From an optimization exercise on the open Yosys and OpenROAD flow, aimed at small area, a short achievable clock period and few clock cycles; shortcuts taken in it are not production practice. In this exercise RTL edits were held to simulation tests only and were not proved equivalent to the original. Power and IR drop assume default switching activity.

`flow/design.v`:
```
package cachePkg;
	localparam int DataWidth = 16;	 
	localparam int NumWays   = 4;	 
	localparam int WayBits   = 2;	 
endpackage
`timescale 1ns/100ps
module plruPolicy #(
	parameter int SetBits = 3
) (
	input  logic                         Clock,
	input  logic                         Reset_L,
	input  logic [SetBits-1:0]           rdSet,
	output logic [cachePkg::WayBits-1:0] victimWay,
	input  logic                         updEn,
	input  logic [SetBits-1:0]           updSet,
	input  logic [cachePkg::WayBits-1:0] updWay
);
	localparam int NumSets = 1 << SetBits;
	logic [2:0] lruMem [NumSets];
	logic [2:0] curBits;
	assign curBits   = lruMem[rdSet];
	assign victimWay = curBits[0] ? {1'b1, curBits[2]} : {1'b0, curBits[1]};
	always_ff @(posedge Clock or negedge Reset_L) begin
		if (!Reset_L) begin
			for (int s = 0; s < NumSets; s++)
				lruMem[s] <= '0;
		end else if (updEn) begin
			lruMem[updSet][0] <= ~updWay[1];
			if (updWay[1])
				lruMem[updSet][2] <= ~updWay[0];
			else
				lruMem[updSet][1] <= ~updWay[0];
		end
	end
endmodule
`timescale 1ns/100ps
module tagStore #(
	parameter int SetBits  = 3,
	parameter int TagWidth = 25
) (
	input  logic                         Clock,
	input  logic                         Reset_L,
	input  logic [SetBits-1:0]           phase,
	input  logic [(1<<SetBits)-1:0]      posSel,	 
	input  logic [SetBits-1:0]           rdSet,
	input  logic [TagWidth-1:0]          rdTag,
	output logic [cachePkg::NumWays-1:0] hitWays,
	input  logic                         allocEn,
	input  logic [SetBits-1:0]           allocSet,
	input  logic [cachePkg::WayBits-1:0] allocWay,
	input  logic [TagWidth-1:0]          allocTag,
	input  logic [cachePkg::NumWays-1:0] invWays,
	input  logic [SetBits-1:0]           invSet
);
	localparam int NumSets = 1 << SetBits;
	logic [TagWidth-1:0] tagRing  [cachePkg::NumWays][NumSets];
	logic [NumSets-1:0]  validMem [cachePkg::NumWays];
	logic                pend;	 
	logic [TagWidth-1:0] pendTag;
	logic [SetBits-1:0]  pendSet;
	logic [cachePkg::WayBits-1:0] pendWay;
	logic                pendWr;
	assign pendWr = pend && (phase == pendSet);
	always_ff @(posedge Clock or negedge Reset_L) begin
		if (!Reset_L)
			pend <= 1'b0;
		else if (allocEn)
			pend <= 1'b1;
		else if (pendWr)
			pend <= 1'b0;
	end
	always_ff @(posedge Clock) begin
		if (allocEn) begin
			pendTag <= allocTag;
			pendSet <= allocSet;
			pendWay <= allocWay;
		end
		for (int w = 0; w < cachePkg::NumWays; w++) begin
			for (int p = 1; p < NumSets; p++)
				tagRing[w][p] <= tagRing[w][p-1];
			tagRing[w][0] <= (pendWr && pendWay == w) ? pendTag : tagRing[w][NumSets-1];
		end
	end
	always_ff @(posedge Clock or negedge Reset_L) begin
		if (!Reset_L) begin
			for (int w = 0; w < cachePkg::NumWays; w++)
				validMem[w] <= '0;
		end else begin
			for (int w = 0; w < cachePkg::NumWays; w++) begin
				if (invWays[w])
					validMem[w][invSet] <= 1'b0;
				if (allocEn && allocWay == w)
					validMem[w][allocSet] <= 1'b1;
			end
		end
	end
	logic [NumSets-1:0] setSel;
	logic [NumSets-1:0] match [cachePkg::NumWays];
	logic               pendHere, pendEq, validHere;
	always_comb begin
		for (int s = 0; s < NumSets; s++)
			setSel[s] = (rdSet == s);
		pendHere = pend && (rdSet == pendSet);
		pendEq   = (pendTag == rdTag);
		for (int w = 0; w < cachePkg::NumWays; w++) begin
			for (int p = 0; p < NumSets; p++)
				match[w][p] = (tagRing[w][p] == rdTag);
			validHere  = |(validMem[w] & setSel);
			hitWays[w] = validHere && ((pendHere && pendWay == w) ? pendEq : |(match[w] & posSel));
		end
	end
endmodule
`timescale 1ns/100ps
module dataStore #(
	parameter int SetBits  = 3,
	parameter int WordBits = 3
) (
	input  logic                           Clock,
	input  logic                           Reset_L,
	output logic [SetBits-1:0]             phase,	 
	output logic [(1<<SetBits)-1:0]        posSel,	 
	input  logic [SetBits-1:0]             rdSet,
	input  logic [WordBits-1:0]            rdWord,
	output logic [cachePkg::NumWays-1:0][cachePkg::DataWidth-1:0] rdData,	 
	output logic [cachePkg::DataWidth-1:0] stData,	 
	input  logic                           stLoad,
	input  logic [WordBits-1:0]            stWord,
	input  logic [cachePkg::DataWidth-1:0] stIn,
	input  logic                           ringWr,
	input  logic [cachePkg::WayBits-1:0]   ringWay,
	input  logic [(1<<WordBits)-1:0]       ringWords
);
	localparam int NumSets   = 1 << SetBits;
	localparam int LineWords = 1 << WordBits;
	logic [cachePkg::DataWidth-1:0] ring    [cachePkg::NumWays][LineWords][NumSets];
	logic [cachePkg::DataWidth-1:0] staging [LineWords];
	logic [SetBits-1:0]             placeSet [NumSets];	 
	logic [LineWords-1:0]           wordSel;
	always_ff @(posedge Clock or negedge Reset_L) begin
		if (!Reset_L) begin
			phase <= '0;
			for (int p = 0; p < NumSets; p++)
				placeSet[p] <= SetBits'(NumSets - 1 - p);
		end else begin
			phase <= phase + 1'b1;
			for (int p = 0; p < NumSets; p++)
				placeSet[p] <= placeSet[p] + 1'b1;
		end
	end
	always_ff @(posedge Clock) begin
		if (stLoad)
			staging[stWord] <= stIn;
	end
	always_ff @(posedge Clock) begin
		for (int w = 0; w < cachePkg::NumWays; w++)
			for (int k = 0; k < LineWords; k++) begin
				for (int p = 1; p < NumSets; p++)
					ring[w][k][p] <= ring[w][k][p-1];
				ring[w][k][0] <= (ringWr && ringWay == w && ringWords[k]) ? staging[k] : ring[w][k][NumSets-1];
			end
	end
	always_comb begin
		for (int p = 0; p < NumSets; p++)
			posSel[p] = (rdSet == placeSet[p]);
		for (int k = 0; k < LineWords; k++)
			wordSel[k] = (rdWord == k);
		for (int w = 0; w < cachePkg::NumWays; w++) begin
			rdData[w] = '0;
			for (int p = 0; p < NumSets; p++) begin
				logic [cachePkg::DataWidth-1:0] atPlace;
				atPlace = '0;
				for (int k = 0; k < LineWords; k++)
					atPlace = atPlace | (ring[w][k][p] & {cachePkg::DataWidth{wordSel[k]}});
				rdData[w] = rdData[w] | (atPlace & {cachePkg::DataWidth{posSel[p]}});
			end
		end
		stData = '0;
		for (int k = 0; k < LineWords; k++)
			stData = stData | (staging[k] & {cachePkg::DataWidth{wordSel[k]}});
	end
endmodule
`timescale 1ns/100ps
module cacheSequencer #(
	parameter int AddrWidth  = 32,
	parameter int SetBits    = 3,
	parameter int WordBits   = 3,
	parameter int CasLatency = 2
) (
	input  logic                           Clock,
	input  logic                           Reset_L,
	input  logic [AddrWidth-1:0]           cpuAddr,
	input  logic [cachePkg::DataWidth-1:0] cpuWriteData,
	input  logic                           as_L,
	input  logic                           we_L,
	input  logic                           uds_L,
	input  logic                           lds_L,
	input  logic                           dramSelectCpu,
	input  logic [cachePkg::DataWidth-1:0] dramReadData,
	input  logic                           dramDtack_L,
	input  logic                           dramCas_L,
	input  logic                           dramRas_L,
	input  logic [cachePkg::NumWays-1:0]   hitWays,
	input  logic [cachePkg::WayBits-1:0]   victimWay,
	input  logic [cachePkg::NumWays-1:0][cachePkg::DataWidth-1:0] rdData,	 
	input  logic [cachePkg::DataWidth-1:0] stData,	 
	input  logic [SetBits-1:0]             phase,	 
	output logic [cachePkg::DataWidth-1:0] cpuReadData,
	output logic                           dtack_L,
	output logic                           dramSelect_L,
	output logic [AddrWidth-1:0]           dramAddr,
	output logic [cachePkg::DataWidth-1:0] dramWriteData,
	output logic                           dramUds_L,
	output logic                           dramLds_L,
	output logic                           dramWe_L,
	output logic                           dramAs_L,
	output logic                           allocEn,
	output logic [SetBits-1:0]             allocSet,
	output logic [cachePkg::WayBits-1:0]   allocWay,
	output logic [cachePkg::NumWays-1:0]   invWays,
	output logic [SetBits-1:0]             invSet,
	output logic                           lruEn,
	output logic [SetBits-1:0]             lruSet,
	output logic [cachePkg::WayBits-1:0]   lruWay,
	output logic                           stLoad,
	output logic [WordBits-1:0]            stWord,
	output logic                           ringWr,
	output logic [cachePkg::WayBits-1:0]   ringWay,
	output logic [(1<<WordBits)-1:0]       ringWords
);
	typedef enum logic [2:0] {
		dIdle,
		dFillReq,	 
		dFillGap,	 
		dFillData,	 
		dWrReq,		 
		dWrRel		 
	} dramState_t;
	localparam int LineWords = 1 << WordBits;
	dramState_t                 dstate, dnext;
	logic [WordBits-1:0]        cnt;
	logic [SetBits-1:0]         fillSet;
	logic [cachePkg::WayBits-1:0] fillWay;
	logic                       acked;		 
	logic [SetBits-1:0]         stSet;
	logic [cachePkg::WayBits-1:0] stWay;
	logic [LineWords-1:0]       stValid;	 
	logic [LineWords-1:0]       stDirty;	 
	logic                       fillOk;
	logic                       dtackQ;
	logic [SetBits-1:0]         set;
	logic [WordBits-1:0]        word;
	logic                       cpuReq, hit, fillActive, inData;
	logic                       readAck, readMiss, writeIssue, writeAck;
	logic [cachePkg::WayBits-1:0] hitWay;
	assign set  = cpuAddr[SetBits+WordBits:WordBits+1];
	assign word = cpuAddr[WordBits:1];
	assign cpuReq     = !as_L && dramSelectCpu && !acked;
	assign hit        = |hitWays;
	assign hitWay     = {hitWays[3] | hitWays[2], hitWays[3] | hitWays[1]};
	assign fillActive = (dstate == dFillReq) || (dstate == dFillGap) || (dstate == dFillData);
	assign inData     = (dstate == dFillData);
	logic [cachePkg::NumWays-1:0] wayReady;
	always_comb
		for (int w = 0; w < cachePkg::NumWays; w++)
			wayReady[w] = !(fillActive && set == fillSet && fillWay == w) || (inData && cnt >= word);
	assign readAck    = cpuReq && we_L && |(hitWays & wayReady);
	logic [cachePkg::NumWays-1:0]   capW, stW, ringW;
	logic                           capHit, stHit;
	logic [cachePkg::DataWidth-1:0] readWord;
	always_comb begin
		for (int w = 0; w < cachePkg::NumWays; w++) begin
			capW[w]  = fillActive && set == fillSet && fillWay == w && inData && cnt == word;
			stW[w]   = set == stSet && stWay == w && stValid[word] && !capW[w];
			ringW[w] = !capW[w] && !stW[w];
		end
		capHit   = |(hitWays & capW);
		stHit    = |(hitWays & stW);
		readWord = (dramReadData & {cachePkg::DataWidth{capHit}}) | (stData & {cachePkg::DataWidth{stHit}});
		for (int w = 0; w < cachePkg::NumWays; w++)
			readWord = readWord | (rdData[w] & {cachePkg::DataWidth{hitWays[w] & ringW[w]}});
	end
	assign fillOk     = !(|stDirty) || (SetBits'(stSet - phase) <= SetBits'(5));
	assign readMiss   = cpuReq && we_L && !hit && (dstate == dIdle) && fillOk;
	assign writeIssue = cpuReq && !we_L && (dstate == dIdle);
	assign writeAck   = (dstate == dWrReq) && !dramDtack_L;
	always_comb begin
		dnext = dstate;
		case (dstate)
			dIdle:     if (readMiss) dnext = dFillReq;
			           else if (writeIssue) dnext = dWrReq;
			dFillReq:  if (!dramCas_L && dramRas_L) dnext = (CasLatency > 1) ? dFillGap : dFillData;
			dFillGap:  if (cnt == WordBits'(CasLatency - 2)) dnext = dFillData;
			dFillData: if (cnt == WordBits'(LineWords - 1)) dnext = dIdle;
			dWrReq:    if (!dramDtack_L) dnext = dWrRel;
			dWrRel:    if (dramDtack_L) dnext = dIdle;
			default:   dnext = dIdle;
		endcase
	end
	always_ff @(posedge Clock or negedge Reset_L) begin
		if (!Reset_L) begin
			dstate       <= dIdle;
			dtackQ       <= 1'b1;
			acked        <= 1'b0;
			dramSelect_L <= 1'b1;
			allocEn      <= 1'b0;
			invWays      <= '0;
			lruEn        <= 1'b0;
		end else begin
			dstate       <= dnext;
			acked        <= readAck || writeAck || (acked && !as_L);
			dtackQ       <= !(readAck || writeAck || (acked && !as_L));
			dramSelect_L <= !((dnext == dFillReq) || (dnext == dWrReq));
			allocEn      <= readMiss;
			invWays      <= writeIssue ? hitWays : '0;
			lruEn        <= readMiss || readAck;
		end
	end
	always_ff @(posedge Clock) begin
		if (dstate == dFillData || (dstate == dFillGap && dnext == dFillGap))
			cnt <= cnt + 1'b1;
		else
			cnt <= '0;
		if (dstate == dIdle) begin	 
			fillSet <= set;
			fillWay <= victimWay;
		end
		allocSet <= set;
		allocWay <= victimWay;
		invSet   <= set;
		lruSet   <= set;
		lruWay   <= hit ? hitWay : victimWay;
		cpuReadData <= readWord;
		dramAddr      <= we_L ? {cpuAddr[AddrWidth-1:WordBits+1], {(WordBits+1){1'b0}}} : cpuAddr;
		dramWriteData <= cpuWriteData;
		dramUds_L     <= we_L ? 1'b0 : uds_L;
		dramLds_L     <= we_L ? 1'b0 : lds_L;
		dramWe_L      <= we_L;
		dramAs_L      <= we_L;
	end
	assign dtack_L = dtackQ;
	assign stLoad    = inData;
	assign stWord    = cnt;
	assign ringWr    = (phase == stSet);
	assign ringWay   = stWay;
	assign ringWords = stValid;
	always_ff @(posedge Clock or negedge Reset_L) begin
		if (!Reset_L) begin
			stValid <= '0;
			stDirty <= '0;
		end else begin
			if (ringWr)
				stDirty <= '0;
			if (inData) begin
				if (cnt == '0) begin	 
					stValid <= LineWords'(1);
					stDirty <= LineWords'(1);
				end else begin
					stValid[cnt] <= 1'b1;
					stDirty[cnt] <= 1'b1;
				end
			end
		end
	end
	always_ff @(posedge Clock) begin
		if (inData && cnt == '0) begin
			stSet <= fillSet;
			stWay <= fillWay;
		end
	end
endmodule
`timescale 1ns/100ps
module cacheTop #(
	parameter int AddrWidth  = 32,
	parameter int SetBits    = 3,
	parameter int WordBits   = 3,
	parameter int CasLatency = 2
) (
	input  logic                           Clock,
	input  logic                           Reset_L,
	input  logic [AddrWidth-1:0]           cpuAddr,
	input  logic [cachePkg::DataWidth-1:0] cpuWriteData,
	output logic [cachePkg::DataWidth-1:0] cpuReadData,
	input  logic                           as_L,
	input  logic                           uds_L,
	input  logic                           lds_L,
	input  logic                           we_L,
	input  logic                           dramSelectCpu,	 
	output logic                           dtack_L,
	output logic                           dramSelect_L,
	output logic [AddrWidth-1:0]           dramAddr,
	output logic [cachePkg::DataWidth-1:0] dramWriteData,
	output logic                           dramUds_L,
	output logic                           dramLds_L,
	output logic                           dramWe_L,
	output logic                           dramAs_L,
	input  logic [cachePkg::DataWidth-1:0] dramReadData,
	input  logic                           dramDtack_L,
	input  logic                           dramCas_L,
	input  logic                           dramRas_L
);
	localparam int TagWidth = AddrWidth - SetBits - WordBits - 1;
	logic [cachePkg::NumWays-1:0]   hitWays, invWays;
	logic [cachePkg::WayBits-1:0]   victimWay, allocWay, lruWay;
	logic [SetBits-1:0]             allocSet, invSet, lruSet;
	logic [WordBits-1:0]            stWord;
	logic                           allocEn, lruEn, stLoad, ringWr;
	logic [cachePkg::WayBits-1:0]   ringWay;
	logic [(1<<WordBits)-1:0]       ringWords;
	logic [SetBits-1:0]             phase;
	logic [(1<<SetBits)-1:0]        posSel;
	logic [cachePkg::NumWays-1:0][cachePkg::DataWidth-1:0] rdData;
	logic [cachePkg::DataWidth-1:0] stData;
	cacheSequencer #(
		.AddrWidth(AddrWidth), .SetBits(SetBits),
		.WordBits(WordBits), .CasLatency(CasLatency)
	) seq0 (.*);
	tagStore #(.SetBits(SetBits), .TagWidth(TagWidth)) tags0 (
		.Clock, .Reset_L, .phase, .posSel,
		.rdSet(cpuAddr[SetBits+WordBits:WordBits+1]),
		.rdTag(cpuAddr[AddrWidth-1:AddrWidth-TagWidth]),
		.hitWays,
		.allocEn, .allocSet, .allocWay,
		.allocTag(cpuAddr[AddrWidth-1:AddrWidth-TagWidth]),	 
		.invWays, .invSet
	);
	dataStore #(.SetBits(SetBits), .WordBits(WordBits)) data0 (
		.Clock, .Reset_L, .phase, .posSel,
		.rdSet(cpuAddr[SetBits+WordBits:WordBits+1]),
		.rdWord(cpuAddr[WordBits:1]),
		.rdData, .stData,
		.stLoad, .stWord, .stIn(dramReadData),
		.ringWr, .ringWay, .ringWords
	);
	plruPolicy #(.SetBits(SetBits)) lru0 (
		.Clock, .Reset_L,
		.rdSet(cpuAddr[SetBits+WordBits:WordBits+1]),
		.victimWay,
		.updEn(lruEn), .updSet(lruSet), .updWay(lruWay)
	);
endmodule
```
`flow/run.sh`:
```
#!/bin/bash
# synth_recipe.tcl (not shown) runs the flow's synth.tcl, then flattens the netlist and writes it again
# the make line also repeats each setting of config.mk as NAME=value (left out here)
make -C /OpenROAD-flow-scripts/flow DESIGN_CONFIG=/design/flow/config.mk WORK_HOME=/design/flow/orfs CLKGATE_MAP_FILE= SYNTH_SCRIPT=/design/flow/synth_recipe.tcl finish
```
`flow/config.mk`:
```
export PLATFORM = sky130hd
export DESIGN_NAME = cacheTop
export DESIGN_NICKNAME = cacheTop
export VERILOG_FILES = /design/flow/design.v
export SDC_FILE = /design/flow/constraint.sdc
export NUM_CORES = 4
export LEC_CHECK = 0
export CAP_MARGIN = 20
export CORE_MARGIN = 2
export CORE_UTILIZATION = 40
export CTS_BUF_LIST = sky130_fd_sc_hd__clkbuf_16
export CTS_CLUSTER_DIAMETER = 60
export CTS_CLUSTER_SIZE = 30
export SETUP_SLACK_MARGIN = 5
export SLEW_MARGIN = 20
```
`flow/constraint.sdc`:
```
create_clock -name core_clock -period 8.5 [get_ports {Clock}]
set_input_delay 1.7000 -clock core_clock [delete_from_list [all_inputs] [get_ports {Clock}]]
set_output_delay 1.7000 -clock core_clock [all_outputs]
set_load 0.01 [all_outputs]
```
==> results of run 1 <==
## placed cells by master (no fill, tap or decap), drive strengths merged, types with 14 or more instances in the layout
| cell | count |
|---|---|
| a211oi | 18 |
| a21oi | 22 |
| a221oi | 485 |
| a22o | 486 |
| a22oi | 1184 |
| a31oi | 464 |
| a41oi | 54 |
| and3 | 24 |
| buf | 365 |
| bufbuf | 18 |
| clkbuf | 347 |
| clkdlybuf4s50 | 41 |
| clkinv | 112 |
| dfrtp | 98 |
| dfstp | 14 |
| dfxtp | 4970 |
| diode | 27 |
| dlygate4sd2 | 58 |
| edfxtp | 168 |
| ha | 27 |
| inv | 186 |
| mux2 | 614 |
| nand2 | 167 |
| nand3 | 56 |
| nand4 | 165 |
| nor2 | 164 |
| nor3 | 54 |
| nor4 | 181 |
| o2111ai | 18 |
| o21ai | 47 |
| xnor2 | 517 |
| xor2 | 355 |
## flip-flops by register name, summed over array words and instances, names as in the netlist, 4 cells and up
| signal | count |
|---|---|
| data0.placeSet | 24 |
| data0.ring | 4096 |
| data0.staging | 128 |
| lru0.lruMem | 24 |
| seq0.cpuReadData | 16 |
| seq0.dramAddr | 30 |
| seq0.dramWriteData | 16 |
| seq0.invWays | 4 |
| seq0.stDirty | 8 |
| seq0.stValid | 8 |
| tags0.pendTag | 25 |
| tags0.tagRing | 800 |
| tags0.validMem | 32 |
## cell families after synthesis
kind of cell	after synthesis	synth area share
compound gates	2822	0.1429
xor+xnor	872	0.04997
fa+ha+maj	28	0.002341
buf+inv	748	0.02562
flops	5250	0.7024
mux	628	0.04673
simple gates	871	0.02999
## power breakdown
part | switching (W) | total, W | internal, W | leakage (nW)
clock network | 0.0101 | 0.0185 | 0.00841 | 6.05
registers | 0.00139 | 0.0282 | 0.0268 | 43.2
logic | 0.00172 | 0.00274 | 0.00102 | 14.7
## path summary, 6_finish.rpt
kind                            cells after the start                              to                   startpoint
worst max-delay path                               12     seq0.cpuReadData[6]$_DFF_P_                   cpuAddr[1]
worst min-delay path                                0     data0.ring[141][15]$_DFF_P_  data0.ring[140][15]$_DFF_P_
worst max register to register                      8      data0.ring[144][2]$_DFF_P_     data0.phase[1]$_DFF_PN0_
worst min register to register                      0     data0.ring[141][15]$_DFF_P_  data0.ring[140][15]$_DFF_P_
max in group asynchronous                           2  data0.placeSet[2][1]$_DFF_PN0_                      Reset_L
min in group asynchronous                           1       seq0.stDirty[2]$_DFF_PN0_                      Reset_L
## metrics by stage
step / instances / area (µm²)
floorplan: 11220 / 153100
global placement: 15850 / 158800
detailed placement: 15850 / 158800
CTS: 16620 / 175500
global route: 16660 / 176300
finish: 16680 / 176300
## worst reg2reg max path: cells and delay by family (launching register included)
kind | cells | cell delay, ns
and+or+nand+nor | 3 | 1.17
buffers and inverters | 3 | 0.84
muxes | 1 | 0.48
DFF | 1 | 0.45
adders and majority gates | 1 | 0.28
## cell type report
class | count | share of cell area
Multi-Input combinational cell | 5229 | 0.2454
Timing Repair Buffer | 496 | 0.03761
Inverter | 34 | 0.0007665
Sequential cell | 5250 | 0.6092
Antenna cell | 27 | 0.0003832
Tap cell | 5016 | 0.03560
Clock buffer | 341 | 0.04840
Clock inverter | 283 | 0.02270
## repair_timing
item / 4_1_cts / 5_1_grt
gates cloned: 34 / 6
buffers inserted: 118 / 19
endpoints found under the hold margin: 0 / 0
endpoints found under the setup margin: 98 / 29
pin swaps: 68 / 38
gates resized for setup: 560 / 93
## per-layer routing
layer | vias to the layer above | global-route usage | part of all wire | wire length [µm]
li1 | 41880 | - | - | -
met2 | 5135 | 0.3732 | 0.44 | 218200
met3 | 1028 | 0.06161 | 0.097 | 47830
met1 | 48660 | 0.3249 | 0.42 | 205000
met5 | - | 0.005309 | 0.00066 | 326
met4 | 8 | 0.1071 | 0.045 | 22240
==> run notes, run 1 <==
- Main synth FF type: dfxtp_1
- Vias in the first global route: 96990
- TritonCTS clock tree: built
- CP endpoint kind: flop
- Final Max Tran Viols: 0
- # IOs: 144
- Congestion Overflow GR: 0
- Top cells by area, synth: dfxtp_1, a22oi_1, mux2_2
- Critical path type: in -> reg
- First-pass GRT wire length: 701000 µm
- Die Wd: 622.2 µm
- Initial Util: 0.4025
- Clock tree buffer depth: 4
- Num CTS Buffers: 335
- Worst skew pair latency: 1.02 ns
- Crit path max fanout: 101
- Synth Instances: 11220
- Vias/cell: 5.799
- Root buffer cell: clkbuf_16
- Final Worst Setup Slack: 4.784 ns
- DRT iter0 DRCs: 11140
- Worst hold path type: reg -> reg
- Core Rows: 226
- Post-Route WL: 493600 µm
- Synth top area share: 0.6510
- Number of enable flip-flop cells after synthesis: 168
- Worst slew pin tran: 1.070 ns
- Initial antenna violation count: 32
- Max-Cap Viols: 0
- Peak Freq: 269.1 MHz
- CTS Hold Bufs: 0
- FILL cells: 32980
- Final core utilization: 0.4642
- Area of the multi-input gates: 43260 µm²
- DR pass1 iterations: 7
- Leading area contributor after synthesis: dfxtp_1
- Total Power Consumption: 0.04939 W
- H-tree level count: 5
- I/O Buffers: 143
- Mapped Area: 152800 µm²
- Area Overhead vs Synth: 15.35%
- DP Wirelength: 285200 µm
- Worst Setup Start Kind: primary input
- Leak pwr: 63.86 nW
- WP buf/inv: 4
- Core box area: 379800 µm²
- Clock-pin slew on the worst setup and hold paths: 0.10 ns
- Dpl ws: 2.169 ns
- Height of the die: 622.2 µm
- Clock Skew: 0.08250 ns
- Post-synthesis register bit count: 5250
- Fin. Hold Viols: 0
- Die ar.: 387100 µm²
- Final min period: 3.716 ns
- IR drop worst, VDD: 0.0002170 V
- Hold WS: 0.2780 ns
- Routed vias: 96710
- Layout cells sized above 1: 0.1614
- Mean Syn Cell Area: 13.62 µm²
- Gpl congestion: 0.8869
- Largest net degree at the start of global routing: 116
- Async SR Flop Fraction: 0.02133
- Unrepaired setup endpoints after global routing: true
- Period utilization: 0.4371
- Syn_nets: 11320
- CP dominant cell by count: buf_12
- Routed Antenna Nets: 0
- Yosys cell types: 77
- Crit path max-delay family: compound AO/OA/AOI/OAI gates
- CTS sink count: 5250
- Pwr dens: 280.2 nW/µm²
- Final setup fails: 0
- Drt drc: 0
- CP max-delay cell: buf_16
- # nets final: 11450
- Sequential cell area: 107400 µm²
- Post-DR wirelength/cell: 29.60 µm
- Setup TNS: 0 ns
- WP data required: 9.36 ns
- Worst path arrival time: 4.58 ns
- Rel. slew slack: 0.2865
- R2r setup slk: 5.18 ns
- Commonest cells in the synthesized netlist: dfxtp_1, a22oi_1, mux2_2
- Critical-path cell list: buf_12 > nor3b_4 > buf_12 > buf_16 > buf_4 > a22o_1 > a221oi_1 > a31oi_1 > nor4_1 > nand2_1 > a221oi_2 > o2111ai_2
- Sequential share of the synthesized area: 0.7024
- GRT Total Usage: 0.2437
- Slowest cell delay on critical path: 0.34 ns
- Ys Warns: 10
- Status: finished clean
- Cell with the most instances after synthesis: dfxtp_1
Testbench counts, summed over its fixed seeds: cycles 123,485.
==> run 2, diff against run 1 <==
--- a/flow/config.mk
+++ b/flow/config.mk
@@ -8,8 +8,8 @@
 export CAP_MARGIN = 20
 export CORE_MARGIN = 2
-export CORE_UTILIZATION = 40
+export CORE_UTILIZATION = 50
 export CTS_BUF_LIST = sky130_fd_sc_hd__clkbuf_16
 export CTS_CLUSTER_DIAMETER = 60
-export CTS_CLUSTER_SIZE = 30
+export CTS_CLUSTER_SIZE = 28
 export SETUP_SLACK_MARGIN = 5
 export SLEW_MARGIN = 20
==> run 2 against run 1 <==
  * Still clean
  * Non-clock buffer count up 6
  * Final area decreased by 2.0%
  * Combinational power hardly changed
  * Die area fell by 20%
  * First-iteration DRC count up 1.9%
  * Hold slack better by 0.029 ns
  * Critical path type unchanged
  * Critical endpoint is now seq0.cpuReadData[7]$_DFF_P_
==> run notes, run 2 <==
- Worst path arrival time: 4.63 ns (+0.05 ns)
- Pwr dens: 272.8 nW/µm² (-2.6%)
- Post-synthesis register bit count: 5250 (unchanged)
- Most common cell after layout, fill and taps aside: dfxtp_1
- First-pass GRT wire length: 701800 µm (+0.11%)
- Switching Share: 0.2573 (-0.009703)
- I/O Buffers: 143 (unchanged)
- Most frequent cells in the layout: dfxtp_1, a22oi_1, mux2_2, a22o_1, xnor2_1
- # nets final: 11410 (-0.36%)
- Core Rows: 203 (-10%)
- Cells after DPL: 14940 (-5.8%)
- Clock-pin slew on the worst setup and hold paths: 0.10 ns (about the same)
- Layout cells sized above 1: 0.1567 (-0.004689)
- Leading area contributor after synthesis: dfxtp_1
- Max-Cap Viols: 0 (unchanged)
- Main synth FF type: dfxtp_1
- Vias in the first global route: 96660 (-0.35%)
- Clock share of power: 0.344 (-0.030)
- Post-DR wirelength/cell: 31.65 µm (+6.9%)
- Worst skew pair latency: 0.97 ns (-0.05 ns)
- Ys Warns: 10 (unchanged)
- Crit path max fanout: 18 (-82%)
- Drt drc: 0 (unchanged)
- GRT Total Usage: 0.3090 (+0.06527)
- Root buffer cell: clkbuf_16
- Sequential share of the synthesized area: 0.7024 (unchanged)
- Final min period: 3.764 ns (+0.04853 ns)
- Unrepaired setup endpoints after global routing: true
- Worst Setup Start Kind: primary input
- IR drop worst, VDD: 0.0001752 V (-19%)
- Final Cell Area: 172800 µm² (-2.0%)
- Combinational fraction of design power: 0.059 (+0.004)
- Final setup fails: 0 (unchanged)
- Syn_nets: 11320 (unchanged)
- Sw power: 0.01213 W (-8.0%)
- WHS Path Cells: 0 (unchanged)
- Leak pwr: 62.77 nW (-1.7%)
- CTS Hold Bufs: 0 (unchanged)
- Placed Area: 157700 µm² (-0.69%)
- DP Wirelength: 293700 µm (+3.0%)
- CP max-delay cell: nor4b_4
- Mapped Area: 152800 µm² (unchanged)
- FILL cells: 24430 (-26%)
- CP endpoint kind: flop
- Synth top area share: 0.6510 (unchanged)
- Clock Skew: 0.06699 ns (-0.01551 ns)
- Dpl ws: 1.912 ns (-0.2579 ns)
- Peak Freq: 265.7 MHz (-1.3%)
- Routed vias: 96060 (-0.67%)
- Status: finished clean
- Cell with the most instances after synthesis: dfxtp_1
- Mean Syn Cell Area: 13.62 µm² (unchanged)
- Die Wd: 556.9 µm (-10%)
- DRT iter0 DRCs: 11360 (+1.9%)
- WP data required: 9.37 ns (about the same)
- Area Overhead vs Synth: 13.03%
- Synth Instances: 11220 (unchanged)
- Worst hold path type: reg -> reg
- CP dominant cell by count: buf_12
- Non-filler cells, final: 15660 (-6.1%)
- Initial antenna violation count: 28 (-13%)
- Gpl congestion: 0.9158 (+3.3%)
- Internal: 0.03501 W (-3.3%)
- Number of enable flip-flop cells after synthesis: 168 (unchanged)
- Num CTS Buffers: 289 (-14%)
- Biggest register: data0.ring
- Worst r2r path cells: 5 (-3)
- Top cells by area, synth: dfxtp_1, a22oi_1, mux2_2
- H-tree level count: 5 (unchanged)
- # IOs: 144 (unchanged)
- Height of the die: 556.9 µm (-10%)
- Max reg flops: 4096 (unchanged)
- Rel. slew slack: 0.2291 (-0.05737)
- TritonCTS clock tree: built
- Final core utilization: 0.5663 (+0.1021)
- Yosys cell types: 77 (unchanged)
- Post-Route WL: 495400 µm (+0.37%)
- Worst slew pin tran: 1.156 ns (+0.08605 ns)
- Period utilization: 0.4428 (+0.005709)
- Register share of total power: 0.598 (+0.028)
- Setup TNS: 0 ns (unchanged)
- DR pass1 iterations: 6 (-1)
- Congestion Overflow GR: 0 (unchanged)
- Slowest cell delay on critical path: 0.31 ns (-0.03 ns)
- Vias/cell: 6.136 (+5.8%)
- CTS sink count: 5250 (unchanged)
- Final Max Tran Viols: 0 (unchanged)
- Fin. Hold Viols: 0 (unchanged)
- Final Worst Setup Slack: 4.736 ns (-0.04853 ns)
- Initial Util: 0.5010 (+0.09858)
- Largest net degree at the start of global routing: 106 (-8.6%)
- Core box area: 305000 µm² (-20%)
- Async SR Flop Fraction: 0.02133 (unchanged)
- Die ar.: 310100 µm² (-20%)
- Critical path type: in -> reg
- Clock tree buffer depth: 4 (unchanged)
- Routed Antenna Nets: 0 (unchanged)
- Biggest regs: data0.ring: 4096 flops, tags0.tagRing: 800 flops, data0.staging: 128 flops
- Critical-path cell list: buf_12 > buf_16 > buf_4 > xnor2_1 > nand4_1 > nor4_2 > nand4_1 > nand4_2 > o31ai_4 > buf_12 > buf_8 > nor4b_4 > buf_12 > buf_16 > o21ai_2 > o2111ai_1
- Commonest cells in the synthesized netlist: dfxtp_1, a22oi_1, mux2_2
==> run 2: cell count changes in the layout (fill, tap and decap cells not counted), sizes merged, moves of 4 or more <==
| cell | before | now |
|---|---|---|
| clkdlybuf4s15 | 8 | 4 |
| buf | 365 | 371 |
| clkinv | 112 | 74 |
| clkdlybuf4s50 | 41 | 45 |
| inv | 186 | 151 |
| clkbuf | 347 | 308 |
==> run 2: final timing paths <==
kind / slack, ns / end / from
setup / recovery: 4.74 / seq0.cpuReadData[7]$_DFF_P_ / cpuAddr[9]
hold reg to reg: 0.31 / data0.ring[7][0]$_DFF_P_ / data0.ring[6][0]$_DFF_P_
setup reg to reg: 5.04 / data0.staging[4][15]$_DFFE_PP_ / seq0.dstate[2]$_DFF_PN0_
max in group asynchronous: 6.62 / tags0.validMem[3][3]$_DFF_PN0_ / Reset_L
min in group asynchronous: 0.69 / lru0.lruMem[6][1]$_DFFE_PN0P_ / Reset_L
hold / removal: 0.31 / data0.ring[7][0]$_DFF_P_ / data0.ring[6][0]$_DFF_P_
==> run 2: cell type report <==
class                           count  area [µm²]  area share
Clock buffer                      300        7507     0.04346
Antenna cell                       28       70.07   0.0004056
Inverter                           34       133.9   0.0007749
Sequential cell                  5250      107400      0.6217
Timing Repair Buffer              502        6521     0.03775
Multi-Input combinational cell   5228       43460      0.2516
Tap cell                         4100        5130     0.02969
Clock inverter                    214        2539     0.01470
==> run 2: cell families after synthesis <==
logic type	count (synthesis)	synth area share
buffers and inverters	748	0.02562
AO/OA/AOI/OAI	2822	0.1429
flip-flops	5250	0.7024
multiplexers	628	0.04673
adder cells (fa/ha/maj)	28	0.002341
XOR/XNOR	872	0.04997
AND/OR/NAND/NOR	871	0.02999
==> run 2: stage by stage <==
stage,hold WS (ns),total power (W)
after detailed placement,0.3355,0.03111
after global routing,0.3185,0.04851
after CTS,0.3103,0.04709
after global placement,0.3333,0.03109
final,0.3069,0.04714
after floorplan,0.3308,0.02956
==> run 2: power groups by stage <==
stage	clock network, W	logic, W	registers (W)
4_1_cts	0.0163	0.00265	0.0281
3_3_place_gp	0	0.00245	0.0286
3_5_place_dp	0	0.00244	0.0287
6_report	0.0162	0.00277	0.0282
2_1_floorplan	0	0.00154	0.0280
5_1_grt	0.0173	0.00287	0.0284
==> run 2: critical path, delay by kind of cell <==
family / cells / cell delay [ns]
xor gates and xnor gates: 1 / 0.29
buffers and inverters: 7 / 1.16
and+or+nand+nor: 5 / 1.15
AOI/OAI and AO/OA: 3 / 0.29
==> run 2: what timing repair did <==
item	4_1_cts	5_1_grt
pin swaps	57	62
gates cloned	27	6
setup buffers	93	51
endpoints found under the setup margin	99	23
gates resized for setup	558	129
==> run 2: per-layer routing <==
layer	up-vias	track usage	part of all wire
met3	1033	0.06761	0.089
met2	4879	0.4790	0.45
met5	-	0	0.00011
met4	8	0.1391	0.049
met1	48450	0.4140	0.41
li1	41690	-	-
==> run 3, diff against run 2 <==
--- a/flow/design.v
+++ b/flow/design.v
@@ -104,8 +104,12 @@
 		pendEq   = (pendTag == rdTag);
 		for (int w = 0; w < cachePkg::NumWays; w++) begin
+			logic             pendW;
+			logic [NumSets-1:0] placeEn;
+			validHere = |(validMem[w] & setSel);
+			pendW     = pendHere && pendWay == w;
+			placeEn   = posSel & {NumSets{validHere && !pendW}};
 			for (int p = 0; p < NumSets; p++)
 				match[w][p] = (tagRing[w][p] == rdTag);
-			validHere  = |(validMem[w] & setSel);
-			hitWays[w] = validHere && ((pendHere && pendWay == w) ? pendEq : |(match[w] & posSel));
+			hitWays[w] = |(match[w] & placeEn) || (pendW && validHere && pendEq);
 		end
 	end
==> run 3 against run 2 <==
  * Non-clock buffer count grew 4
  * Sequential power is essentially flat
  * Global-route usage grew 1.1 points
  * Worst setup slack gained 0.050 ns
  * Largest power group unchanged
  * Hold slack gained 0.016 ns
==> run notes, run 3 <==
- GRT Total Usage: 0.3198 (+0.01075)
- Root buffer cell: clkbuf_16
- Number of enable flip-flop cells after synthesis: 168 (unchanged)
- Worst skew pair latency: 0.96 ns (about the same)
- Worst Setup Start Kind: primary input
- Biggest regs: data0.ring: 4096 flops, tags0.tagRing: 800 flops, data0.staging: 128 flops
- IR drop worst, VDD: 0.0001821 V (+4.0%)
- Final Worst Setup Slack: 4.785 ns (+0.04964 ns)
- Final min period: 3.715 ns (-0.04964 ns)
- Routed Antenna Nets: 0 (unchanged)
- Main synth FF type: dfxtp_1
- Congestion Overflow GR: 0 (unchanged)
- Worst slew pin tran: 1.173 ns (+0.01707 ns)
- Commonest cells in the synthesized netlist: dfxtp_1, a22oi_1, mux2_2
- Cell with the most instances after synthesis: dfxtp_1
- Biggest register: data0.ring
- DR pass1 iterations: 8 (+2)
- WP data required: 9.35 ns (-0.02 ns)
- Placed Area: 158100 µm² (+0.22%)
- Most common cell after layout, fill and taps aside: dfxtp_1
- Fin. Hold Viols: 0 (unchanged)
- Largest net degree at the start of global routing: 127 (+20%)
- Vias in the first global route: 97270 (+0.63%)
- Peak Freq: 269.2 MHz (+1.3%)
- Synth top area share: 0.6526 (+0.001619)
- TritonCTS clock tree: built
- Final Cell Area: 173500 µm² (+0.40%)
- Setup TNS: 0 ns (unchanged)
- Leak pwr: 63.12 nW (+0.56%)
- Mean Syn Cell Area: 13.55 µm² (-0.56%)
- Die ar.: 309400 µm² (-0.25%)
- Max-Cap Viols: 0 (unchanged)
- CP endpoint kind: flop
- CTS Hold Bufs: 0 (unchanged)
- Most frequent cells in the layout: dfxtp_1, a22oi_1, mux2_2, xnor2_1
- Routing usage on met1: 0.4233 (+0.009332)
- Yosys cell types: 73 (-5.2%)
- Drt drc: 0 (unchanged)
- Synth Instances: 11250 (+0.31%)
- Vias/cell: 6.206 (+1.1%)
- Crit path max fanout: 100 (+82)
- Critical path type: in -> reg
- Rel. slew slack: 0.2177 (-0.01138)
- Area of the multi-input gates: 43370 µm² (-0.21%)
- Die Wd: 556.2 µm (-0.12%)
- Worst hold path type: reg -> reg
- Most used routing layer: met2
- Post-synthesis register bit count: 5250 (unchanged)
- H-tree level count: 5 (unchanged)
- Post-DR wirelength/cell: 32.98 µm (+4.2%)
- Total Power Consumption: 0.04774 W (+1.3%)
- Area Overhead vs Synth: 13.77%
- # IOs: 144 (unchanged)
- Status: finished clean
- GR Util met3: 0.07455 (+0.006943)
- Post-Route WL: 514200 µm (+3.8%)
- First-pass GRT wire length: 717900 µm (+2.3%)
- Dpl ws: 1.876 ns (-0.03589 ns)
- CTS sink count: 5250 (unchanged)
- # nets final: 11450 (+0.39%)
- Clock tree buffer depth: 4 (unchanged)
- Max reg flops: 4096 (unchanged)
- Core box area: 303000 µm² (-0.66%)
- Period utilization: 0.4370 (-0.005840)
- Sequential cell area: 107400 µm² (about the same)
- Height of the die: 556.2 µm (-0.12%)
- Worst path arrival time: 4.57 ns (-0.06 ns)
- Routed vias: 96770 (+0.74%)
- Mapped Area: 152500 µm² (-0.25%)
- FILL cells: 24050 (-1.6%)
- Num CTS Buffers: 298 (+3.1%)
- Layout cells sized above 1: 0.1575 (+0.0007417)
- Ys Warns: 10 (unchanged)
- Leading area contributor after synthesis: dfxtp_1
- Core Rows: 202 (-0.49%)
- Routing usage on met2: 0.4885 (+0.009464)
- Unrepaired setup endpoints after global routing: true
- DP Wirelength: 296500 µm (+0.94%)
- Pwr dens: 275.2 nW/µm² (+0.87%)
- Clock Skew: 0.05291 ns (-0.01409 ns)
- Initial Util: 0.5031 (+0.002069)
- Sequential share of the synthesized area: 0.7042 (+0.001747)
- Initial antenna violation count: 34 (+21%)
- Gpl congestion: 0.8943 (-2.3%)
- Top cells by area, synth: dfxtp_1, a22oi_1, mux2_2
- DRT iter0 DRCs: 11020 (-3.0%)
- Final setup fails: 0 (unchanged)
- I/O Buffers: 143 (unchanged)
- Final Max Tran Viols: 0 (unchanged)
- Syn_nets: 11360 (+0.31%)
- Clock-pin slew on the worst setup and hold paths: 0.11 ns (about the same)
- Async SR Flop Fraction: 0.02133 (unchanged)
-- run 3: cell types whose count changed in the layout (fill, tap and decap cells not counted), moves of 35 or more --
| cell | delta |
|---|---|
| a21oi_1 | +132 |
| a221oi_1 | -274 |
| a22o_1 | -250 |
| a22oi_1 | +487 |
| a31oi_1 | -297 |
| a41oi_1 | +160 |
| nand3_1 | +89 |
| nand4_1 | +91 |
| nor2_1 | -91 |
| xnor2_1 | +35 |
-- run 3: power by group --
part,switching (W),internal (W)
Combinational,0.00180,0.00102
Sequential,0.00145,0.0268
Clock,0.00917,0.00746
-- run 3: cells by family (layout without fill, tap and decap cells) --
family,after synthesis,count (layout),synth area share
xor+xnor,872,872,0.05009
compound gates,2810,2810,0.1403
simple gates,904,910,0.03273
buf+inv,757,1085,0.02314
other cells,0,27,0
mux,633,633,0.04718
fa+ha+maj,28,28,0.002347
flops,5250,5250,0.7042
-- run 3: final timing paths --
kind	start	end	slack, ns	cells after the start
hold / removal	data0.ring[233][11]$_DFF_P_	data0.ring[234][11]$_DFF_P_	0.32	0
hold reg to reg	data0.ring[233][11]$_DFF_P_	data0.ring[234][11]$_DFF_P_	0.32	0
setup / recovery	cpuAddr[1]	seq0.cpuReadData[11]$_DFF_P_	4.79	12
setup reg to reg	seq0.stWay[0]$_DFFE_PP_	data0.ring[224][12]$_DFF_P_	5.00	5
min in group asynchronous	Reset_L	seq0.stValid[1]$_DFFE_PN0P_	0.84	1
max in group asynchronous	Reset_L	tags0.validMem[1][5]$_DFF_PN0_	6.40	2
-- run 3: area by class of cell --
class                      instances  area share
tap                             3978     0.02870
multi-input combinational       5253      0.2500
timing repair buffer             506     0.04002
clock buffer                     309     0.04458
clock inverter                   230     0.01627
inverter                          40   0.0008656
antenna                           27   0.0003895
sequential                      5250      0.6191
-- run 3: critical path: stages --
cell and delay, ns:
buf_12 0.16, nor3_4 0.09, buf_4 0.19, buf_12 0.20, a22o_1 0.39, a221oi_1 0.23
nand3_1 0.13, a21oi_1 0.20, nand4_1 0.32, nand3_2 0.22, o2111ai_1 0.12, a221o_1 0.28
-- run 3: repair_timing --
action / CTS / global route
setup endpoints to repair: 124 / 133
resized for setup: 492 / 90
setup buffers: 111 / 22
cloned: 35 / 15
pin swaps: 58 / 28
-- run 3: layer usage --
metal	wire, µm	up-vias
met5	85	-
met4	29470	12
met3	49620	1204
met2	226400	5187
met1	208600	48540
li1	-	41820
-- run 3: stage by stage --
| step | util | hold slack (ns) | cells |
|---|---|---|---|
| finish | 0.5724 | 0.3226 | 15590 |
| detailed placement | 0.5216 | 0.3355 | 14840 |
| CTS | 0.5688 | 0.3258 | 15530 |
| global route | 0.5722 | 0.3253 | 15570 |
| floorplan | - | 0.3308 | 11250 |
| global placement | 0.5204 | 0.3325 | 14830 |
Testbench counts of run 3, summed over its fixed seeds: cycles 123,485.
==> run 4, diff against run 3 <==
--- a/flow/config.mk
+++ b/flow/config.mk
@@ -11,5 +11,5 @@
 export CTS_BUF_LIST = sky130_fd_sc_hd__clkbuf_16
 export CTS_CLUSTER_DIAMETER = 60
-export CTS_CLUSTER_SIZE = 28
+export CTS_CLUSTER_SIZE = 30
 export SETUP_SLACK_MARGIN = 5
 export SLEW_MARGIN = 20
==> run 4 against run 3 <==
  * Utilization grew 0.15 points
  * Clock power about the same
  * Clock skew decreased by 0.0035 ns
  * Die area unchanged
  * Global-route usage decreased by 0.38 points
  * First-iteration DRC count rose by 0.74%
  * Cell count up 0.10%
  * Highest routed layer unchanged
==> run notes, run 4 <==
- Status: finished clean
- Leak pwr: 63.31 nW (+0.30%)
- CTS Hold Bufs: 0 (unchanged)
- Core Rows: 202 (unchanged)
- Max-Cap Viols: 0 (unchanged)
- First-pass GRT wire length: 711200 µm (-0.93%)
- Clock tree buffer depth: 4 (unchanged)
- Top cells by area, synth: dfxtp_1, a22oi_1, mux2_2
- Clock-pin slew on the worst setup and hold paths: 0.11 ns (about the same)
- Commonest cells in the synthesized netlist: dfxtp_1, a22oi_1, mux2_2
- Critical-path cell list: buf_12 > buf_12 > buf_16 > buf_12 > xnor2_4 > nand4_1 > nor4_2 > nand4_1 > nand3_2 > buf_6 > o31a_4 > a32oi_4 > o22ai_4 > clkbuf_16 > buf_16 > a221o_1
- Initial Util: 0.5031 (unchanged)
- Final min period: 3.762 ns (+0.04780 ns)
- Worst Setup Start Kind: primary input
- Total Power Consumption: 0.04798 W (+0.51%)
- Routed Antenna Nets: 0 (unchanged)
- Unrepaired setup endpoints after global routing: true
- Root buffer cell: clkbuf_16
- Post-Route WL: 510700 µm (-0.70%)
- DP Wirelength: 296500 µm (unchanged)
- Final Max Tran Viols: 0 (unchanged)
- Yosys cell types: 73 (unchanged)
- Slowest cell delay on critical path: 0.43 ns (+0.04 ns)
- Layout cells sized above 1: 0.1600 (+0.002541)
- CP dominant cell by count: buf_12
- Peak Freq: 265.8 MHz (-1.3%)
- Vias/cell: 6.213 (+0.11%)
- Biggest regs: data0.ring: 4096 flops, tags0.tagRing: 800 flops, data0.staging: 128 flops
- Max reg flops: 4096 (unchanged)
- Most common cell after layout, fill and taps aside: dfxtp_1
- Die Wd: 556.2 µm (unchanged)
- Period utilization: 0.4426 (+0.005624)
- Worst skew pair latency: 0.96 ns (about the same)
- Final setup fails: 0 (unchanged)
- CP endpoint kind: flop
- Crit path max-delay family: compound AO/OA/AOI/OAI gates
- DRT iter0 DRCs: 11100 (+0.74%)
- Worst slew pin tran: 1.150 ns (-0.02371 ns)
- Core box area: 303000 µm² (unchanged)
- # IOs: 144 (unchanged)
- DR pass1 iterations: 9 (+1)
- Critical path type: in -> reg
- Num CTS Buffers: 295 (-1.0%)
- Worst path arrival time: 4.58 ns (about the same)
- Post-DR wirelength/cell: 32.72 µm (-0.80%)
- Mapped Area: 152500 µm² (unchanged)
- Gpl congestion: 0.8943 (unchanged)
- Rel. slew slack: 0.2335 (+0.01581)
- CTS sink count: 5250 (unchanged)
- Fin. Hold Viols: 0 (unchanged)
- Syn_nets: 11360 (unchanged)
- Drt drc: 0 (unchanged)
- IR drop worst, VDD: 0.0001809 V (-0.67%)
- Largest net degree at the start of global routing: 127 (unchanged)
- Dpl ws: 1.876 ns (unchanged)
- Worst hold path type: reg -> reg
- Ys Warns: 10 (unchanged)
- Final core utilization: 0.5739 (+0.001515)
- Main synth FF type: dfxtp_1
- Hold WS: 0.3162 ns (-0.006376 ns)
- Cell with the most instances after synthesis: dfxtp_1
- R2r setup slk: 5.01 ns (about the same)
- I/O Buffers: 143 (unchanged)
- Crit path max fanout: 6 (-94%)
- TritonCTS clock tree: built
- Synth Instances: 11250 (unchanged)
- Die ar.: 309400 µm² (unchanged)
- Height of the die: 556.2 µm (unchanged)
- H-tree level count: 5 (unchanged)
- Final Worst Setup Slack: 4.738 ns (-0.04780 ns)
- Pwr dens: 275.9 nW/µm² (+0.24%)
- Biggest register: data0.ring
- WP data required: 9.32 ns (-0.03 ns)
- Setup TNS: 0 ns (unchanged)
- # nets final: 11460 (+0.10%)
- WP buf/inv: 7 (+4)
- Async SR Flop Fraction: 0.02133 (unchanged)
- Sequential share of the synthesized area: 0.7042 (unchanged)
- Leading area contributor after synthesis: dfxtp_1
- Mean Syn Cell Area: 13.55 µm² (unchanged)
- GRT Total Usage: 0.3160 (-0.003768)
- Most frequent cells in the layout: dfxtp_1, a22oi_1, mux2_2, xnor2_1, clkbuf_16
- Area Overhead vs Synth: 14.07%
- Initial antenna violation count: 34 (unchanged)
- Number of enable flip-flop cells after synthesis: 168 (unchanged)
- Vias in the first global route: 96780 (-0.50%)
- Routed vias: 96970 (+0.22%)
- CP max-delay cell: o31a_4
- Synth top area share: 0.6526 (unchanged)
- Clock Skew: 0.04944 ns (-0.003467 ns)
- Congestion Overflow GR: 0 (unchanged)
- Post-synthesis register bit count: 5250 (unchanged)
run 4: cell type report:
class	instances	area (µm²)
tap	3978	4977
fill	23940	129100
clock buffer	306	7657
timing repair buffer	521	7017
antenna	27	67.56
inverter	40	150.1
sequential	5250	107400
clock inverter	234	3104
multi-input combinational	5253	43540
run 4: final timing paths:
check / startpoint / to / cells past startpoint
min in group asynchronous: Reset_L / seq0.stValid[1]$_DFFE_PN0P_ / 1
worst max register to register: seq0.stWay[0]$_DFFE_PP_ / data0.ring[232][12]$_DFF_P_ / 5
max in group asynchronous: Reset_L / tags0.validMem[3][1]$_DFF_PN0_ / 2
worst min register to register: data0.ring[233][11]$_DFF_P_ / data0.ring[234][11]$_DFF_P_ / 0
worst max-delay path: cpuAddr[8] / seq0.cpuReadData[14]$_DFF_P_ / 16
worst min-delay path: data0.ring[233][11]$_DFF_P_ / data0.ring[234][11]$_DFF_P_ / 0
run 4: metal layers:
layer | GRT usage | vias up | part of all wire
li1 | - | 41880 | -
met1 | 0.4217 | 48810 | 0.41
met2 | 0.4806 | 5111 | 0.44
met3 | 0.06959 | 1163 | 0.091
met4 | 0.1656 | 12 | 0.059
met5 | 0 | - | 0.00017
run 4: where the power goes:
part | leakage [nW] | switching (W) | internal [W]
clock network | 5.26 | 0.00937 | 0.00752
logic | 14.9 | 0.00179 | 0.00102
registers | 43.1 | 0.00145 | 0.0268
total | 63.3 | 0.0126 | 0.0354
run 4: kinds of logic (layout without fill, tap and decap cells):
| logic type | Yosys count | in the layout | share of synthesized area |
|---|---|---|---|
| buffers and inverters | 757 | 1101 | 0.02314 |
| other | 0 | 27 | 0 |
| DFF | 5250 | 5250 | 0.7042 |
| AOI/OAI and AO/OA | 2810 | 2810 | 0.1403 |
| xor gates and xnor gates | 872 | 872 | 0.05009 |
| muxes | 633 | 633 | 0.04718 |
| adders and majority gates | 28 | 28 | 0.002347 |
| and+or+nand+nor | 904 | 910 | 0.03273 |
run 4: metrics by stage:
step                      instance area (µm²)  instances
after CTS                              172400      15520
after global routing                   173900      15590
final                                  173900      15610
after detailed placement               158100      14840
after floorplan                        153700      11250
after global placement                 157700      14830
run 4: what timing repair did:
| item | 4_1_cts | 5_1_grt |
|---|---|---|
| setup endpoints to repair | 126 | 133 |
| gates resized for setup | 491 | 111 |
| buffers inserted | 113 | 40 |
| gates cloned | 26 | 19 |
| pin swaps | 70 | 43 |
==> run 5, diff against run 4 <==
--- a/flow/config.mk
+++ b/flow/config.mk
@@ -8,5 +8,5 @@
 export CAP_MARGIN = 20
 export CORE_MARGIN = 2
-export CORE_UTILIZATION = 50
+export CORE_UTILIZATION = 40
 export CTS_BUF_LIST = sky130_fd_sc_hd__clkbuf_16
 export CTS_CLUSTER_DIAMETER = 60
==> run 5 against run 4 <==
  * Still clean on timing, DRC and antenna
  * Cell count is 7.5% higher
  * Clock power increased by 11%
  * Via count rose by 1.5%
  * Largest power group unchanged
==> run notes, run 5 <==
- Status: finished clean
- Post-DR wirelength/cell: 31.34 µm (-4.2%)
- Max-Cap Viols: 0 (unchanged)
- Internal: 0.03656 W (+3.3%)
- Height of the die: 621.4 µm (+12%)
- WP data required: 9.34 ns (+0.02 ns)
- Routed Antenna Nets: 0 (unchanged)
- Leading area contributor after synthesis: dfxtp_1
- Final Cell Area: 178500 µm² (+2.7%)
- Area of the multi-input gates: 43700 µm² (+0.37%)
- DP Wirelength: 293600 µm (-0.98%)
- Largest net degree at the start of global routing: 119 (-6.3%)
- Synth top area share: 0.6526 (unchanged)
- CP dominant cell by count: buf_12
- Area share of and/or/nand/nor cells after synthesis: 0.03273 (unchanged)
- # nets final: 11560 (+0.84%)
- CTS sink count: 5250 (unchanged)
- Cell with the most instances after synthesis: dfxtp_1
- Die Wd: 621.4 µm (+12%)
- Clock Skew: 0.08771 ns (+0.03828 ns)
- Crit path max fanout: 19 (+13)
- Worst Setup Start Kind: primary input
- Final Max Tran Viols: 0 (unchanged)
- WHS Path Cells: 0 (unchanged)
- Leak pwr: 64.97 nW (+2.6%)
- WP buf/inv: 4 (-3)
- Post-synthesis register bit count: 5250 (unchanged)
- Synth Instances: 11250 (unchanged)
- CP Depth: 12 (-4)
- Pwr dens: 279.9 nW/µm² (+1.5%)
- Rel. slew slack: 0.2834 (+0.04982)
- GRT Total Usage: 0.2577 (-0.05827)
- Root buffer cell: clkbuf_16
- Largest family of logic cells by synthesized area: compound AO/OA/AOI/OAI gates
- Crit path max-delay family: compound AO/OA/AOI/OAI gates
- Fin. Hold Viols: 0 (unchanged)
- Num CTS Buffers: 331 (+12%)
- DRT iter0 DRCs: 11940 (+7.6%)
- Biggest regs: data0.ring: 4096 flops, tags0.tagRing: 800 flops, data0.staging: 128 flops
- Syn_nets: 11360 (unchanged)
- CP endpoint kind: flop
- Clock share of power: 0.376 (+0.024)
- Main synth FF type: dfxtp_1
- CP max-delay cell: o31a_4
- Top cells by area, synth: dfxtp_1, a22oi_1, mux2_2
- FILL cells: 32550 (+36%)
- First-pass GRT wire length: 731000 µm (+2.8%)
- Clock tree buffer depth: 4 (unchanged)
- Vias in the first global route: 98940 (+2.2%)
- Slowest cell delay on critical path: 0.42 ns (about the same)
- IR drop worst, VDD: 0.0001921 V (+6.2%)
- H-tree level count: 5 (unchanged)
- Adder-cell share of the synthesized area: 0.002347 (unchanged)
- Area Overhead vs Synth: 17.09%
- Layout cells sized above 1: 0.1726 (+0.01259)
- Routed vias: 98460 (+1.5%)
- Gpl congestion: 0.8990 (+0.53%)
- Max reg flops: 4096 (unchanged)
- Vias/cell: 5.867 (-5.6%)
- Commonest cells in the synthesized netlist: dfxtp_1, a22oi_1, mux2_2
- Compound-Gate Fraction of Synth Area: 0.1403 (unchanged)
- Drt drc: 0 (unchanged)
- Setup TNS: 0 ns (unchanged)
- Initial antenna violation count: 48 (+41%)
- I/O Buffers: 143 (unchanged)
- Sw power: 0.01341 W (+6.4%)
- Yosys cell types: 73 (unchanged)
- Switching Share: 0.2684 (+0.005718)
- Core box area: 379200 µm² (+25%)
- Post-Route WL: 526000 µm (+3.0%)
- Worst r2r path cells: 8 (+3)
- DR pass1 iterations: 6 (-3)
- Biggest register: data0.ring
- XOR/XNOR share of the synthesized area: 0.05009 (unchanged)
- Sequential share of the synthesized area: 0.7042 (unchanged)
- # IOs: 144 (unchanged)
- Post-synthesis mux area share: 0.04718 (unchanged)
- Number of enable flip-flop cells after synthesis: 168 (unchanged)
- Unrepaired setup endpoints after global routing: true
- Most common cell after layout, fill and taps aside: dfxtp_1
- Mapped Area: 152500 µm² (unchanged)
- Final setup fails: 0 (unchanged)
- Ys Warns: 10 (unchanged)
- Die ar.: 386100 µm² (+25%)
- Sequential cell area: 107400 µm² (about the same)
- Mean Syn Cell Area: 13.55 µm² (unchanged)
- Register share of total power: 0.566 (-0.023)
- TritonCTS clock tree: built
- Final min period: 3.641 ns (-0.1218 ns)
- Peak Freq: 274.7 MHz (+3.3%)
- Worst skew pair latency: 1.00 ns (+0.04 ns)
- Worst path arrival time: 4.48 ns (-0.10 ns)
- Combinational fraction of design power: 0.059 (about the same)
- Core Rows: 226 (+12%)
- Async SR Flop Fraction: 0.02133 (unchanged)
- Critical-path cell list: buf_12 > buf_16 > buf_4 > xnor2_1 > nand4_1 > nor4_2 > a21o_1 > o31a_4 > and2_4 > a221o_4 > buf_12 > a221o_1
- Congestion Overflow GR: 0 (unchanged)
- Critical path type: in -> reg
- Worst hold path type: reg -> reg
- Initial Util: 0.4021 (-0.1010)
- Most frequent cells in the layout: dfxtp_1, a22oi_1, mux2_2, xnor2_1, clkbuf_16
- Period utilization: 0.4283 (-0.01433)
- Worst slew pin tran: 1.074 ns (-0.07596 ns)
- Clock-pin slew on the worst setup and hold paths: 0.09 ns (-0.02 ns)
- Placed Area: 159300 µm² (+0.76%)
run 5: path summary, 6_finish.rpt:
kind	from	to	slack [ns]
worst max-delay path	cpuAddr[9]	seq0.cpuReadData[5]$_DFF_P_	4.86
worst min-delay path	data0.ring[171][10]$_DFF_P_	data0.ring[172][10]$_DFF_P_	0.28
worst max register to register	data0.phase[1]$_DFF_PN0_	data0.ring[0][11]$_DFF_P_	5.06
worst min register to register	data0.ring[171][10]$_DFF_P_	data0.ring[172][10]$_DFF_P_	0.28
max in group asynchronous	Reset_L	tags0.validMem[1][7]$_DFF_PN0_	6.42
min in group asynchronous	Reset_L	data0.placeSet[6][2]$_DFF_PN0_	0.80
run 5: what timing repair did:
| action | in CTS | in global routing |
|---|---|---|
| setup buffers | 145 | 45 |
| gates resized for setup | 509 | 188 |
| cloned | 49 | 21 |
| pin swaps | 65 | 89 |
| hold endpoints to repair | 0 | 0 |
| setup endpoints to repair | 137 | 73 |
| hold buffers | 0 | 0 |
run 5: cell type report:
| type | instances | share of cell area |
|---|---|---|
| inverter | 40 | 0.0008410 |
| sequential | 5250 | 0.6017 |
| antenna | 29 | 0.0004065 |
| clock buffer | 342 | 0.04794 |
| tap | 5016 | 0.03515 |
| multi-input combinational | 5256 | 0.2448 |
| timing repair buffer | 578 | 0.04591 |
| clock inverter | 271 | 0.02330 |
run 5: worst register-to-register path, stage by stage (launching register included):
cell and delay (ns):
dfrtp_1 0.47, inv_1 0.07, ha_1 0.27, nand3_1 0.43, nor3_4 0.32, buf_4 0.21
nand2_2 0.59, buf_4 0.58, mux2_2 0.37
run 5: kinds of logic (layout without fill, tap and decap cells):
| logic type | count (synthesis) | after routing |
|---|---|---|
| flops | 5250 | 5250 |
| compound gates | 2810 | 2810 |
| simple gates | 904 | 913 |
| xor+xnor | 872 | 872 |
| buf+inv | 757 | 1231 |
| mux | 633 | 633 |
| fa+ha+maj | 28 | 28 |
| other cells | 0 | 29 |
run 5: power groups by stage:
stage          logic (W)  clock network (W)  registers [W]
2_1_floorplan    0.00155                  0         0.0281
3_3_place_gp     0.00247                  0         0.0287
3_5_place_dp     0.00248                  0         0.0287
4_1_cts          0.00275             0.0190         0.0282
5_1_grt          0.00301             0.0199         0.0284
6_report         0.00293             0.0188         0.0283
run 5: per-stage QoR:
stage	cells	utilization	hold slack (ns)	total power, W	worst slack (ns)
after floorplan	11250	-	0.3308	0.02967	4.591
after global placement	15870	0.4195	0.3319	0.03118	1.095
after detailed placement	15880	0.4200	0.3355	0.03123	1.692
after CTS	16690	0.4656	0.2753	0.04993	4.960
after global routing	16770	0.4707	0.2817	0.05138	4.878
final	16780	0.4708	0.2800	0.04997	4.859
run 5: per-layer routing:
layer,GRT usage,vias up,part of all wire
li1,-,42150,-
met1,0.3306,49350,0.40
met2,0.3996,5595,0.44
met3,0.06592,1325,0.099
met4,0.1361,32,0.060
met5,0,-,0.00051

[what the ideal ports hide]
The flow's constraints put no driver on any port. The routed layouts listed below were extracted and timed again, unchanged, in two steps. Step 1 assumes that a clkbuf_16 drives the clock port and a buf_2 every other input. Step 2, shift: input delay + t, output delay - t, t = (earliest + latest rising clock arrival at the registers) / 2. This alone moves slack from input paths to output paths. a / b / c = ideal ports / drivers / drivers and shift; a / b = the first two.
run	shift t [ns]	setup slack, ns	hold slack, ns	clock arrival spread, ns	slew at the worst register clock pin (ns)
run 1	1.096	4.784 / 4.795 / 3.699	0.278 / 0.278 / 0.278	0.097 / 0.096	0.11 / 0.11
run 2	1.040	4.736 / 4.754 / 3.713	0.307 / 0.307 / 0.307	0.083 / 0.083	0.11 / 0.11
run 3	1.054	4.785 / 4.623 / 3.569	0.323 / 0.323 / 0.323	0.058 / 0.059	0.11 / 0.11
run 4	1.042	4.738 / 4.606 / 3.565	0.316 / 0.316 / 0.316	0.065 / 0.065	0.11 / 0.11
run 5	1.081	4.859 / 4.775 / 3.694	0.280 / 0.280 / 0.280	0.108 / 0.108	0.11 / 0.11
After both steps every run listed still meets setup and hold. The setup slack of run 3, which loses most, moves by -0.162 ns with the drivers and by -1.216 ns with both steps.
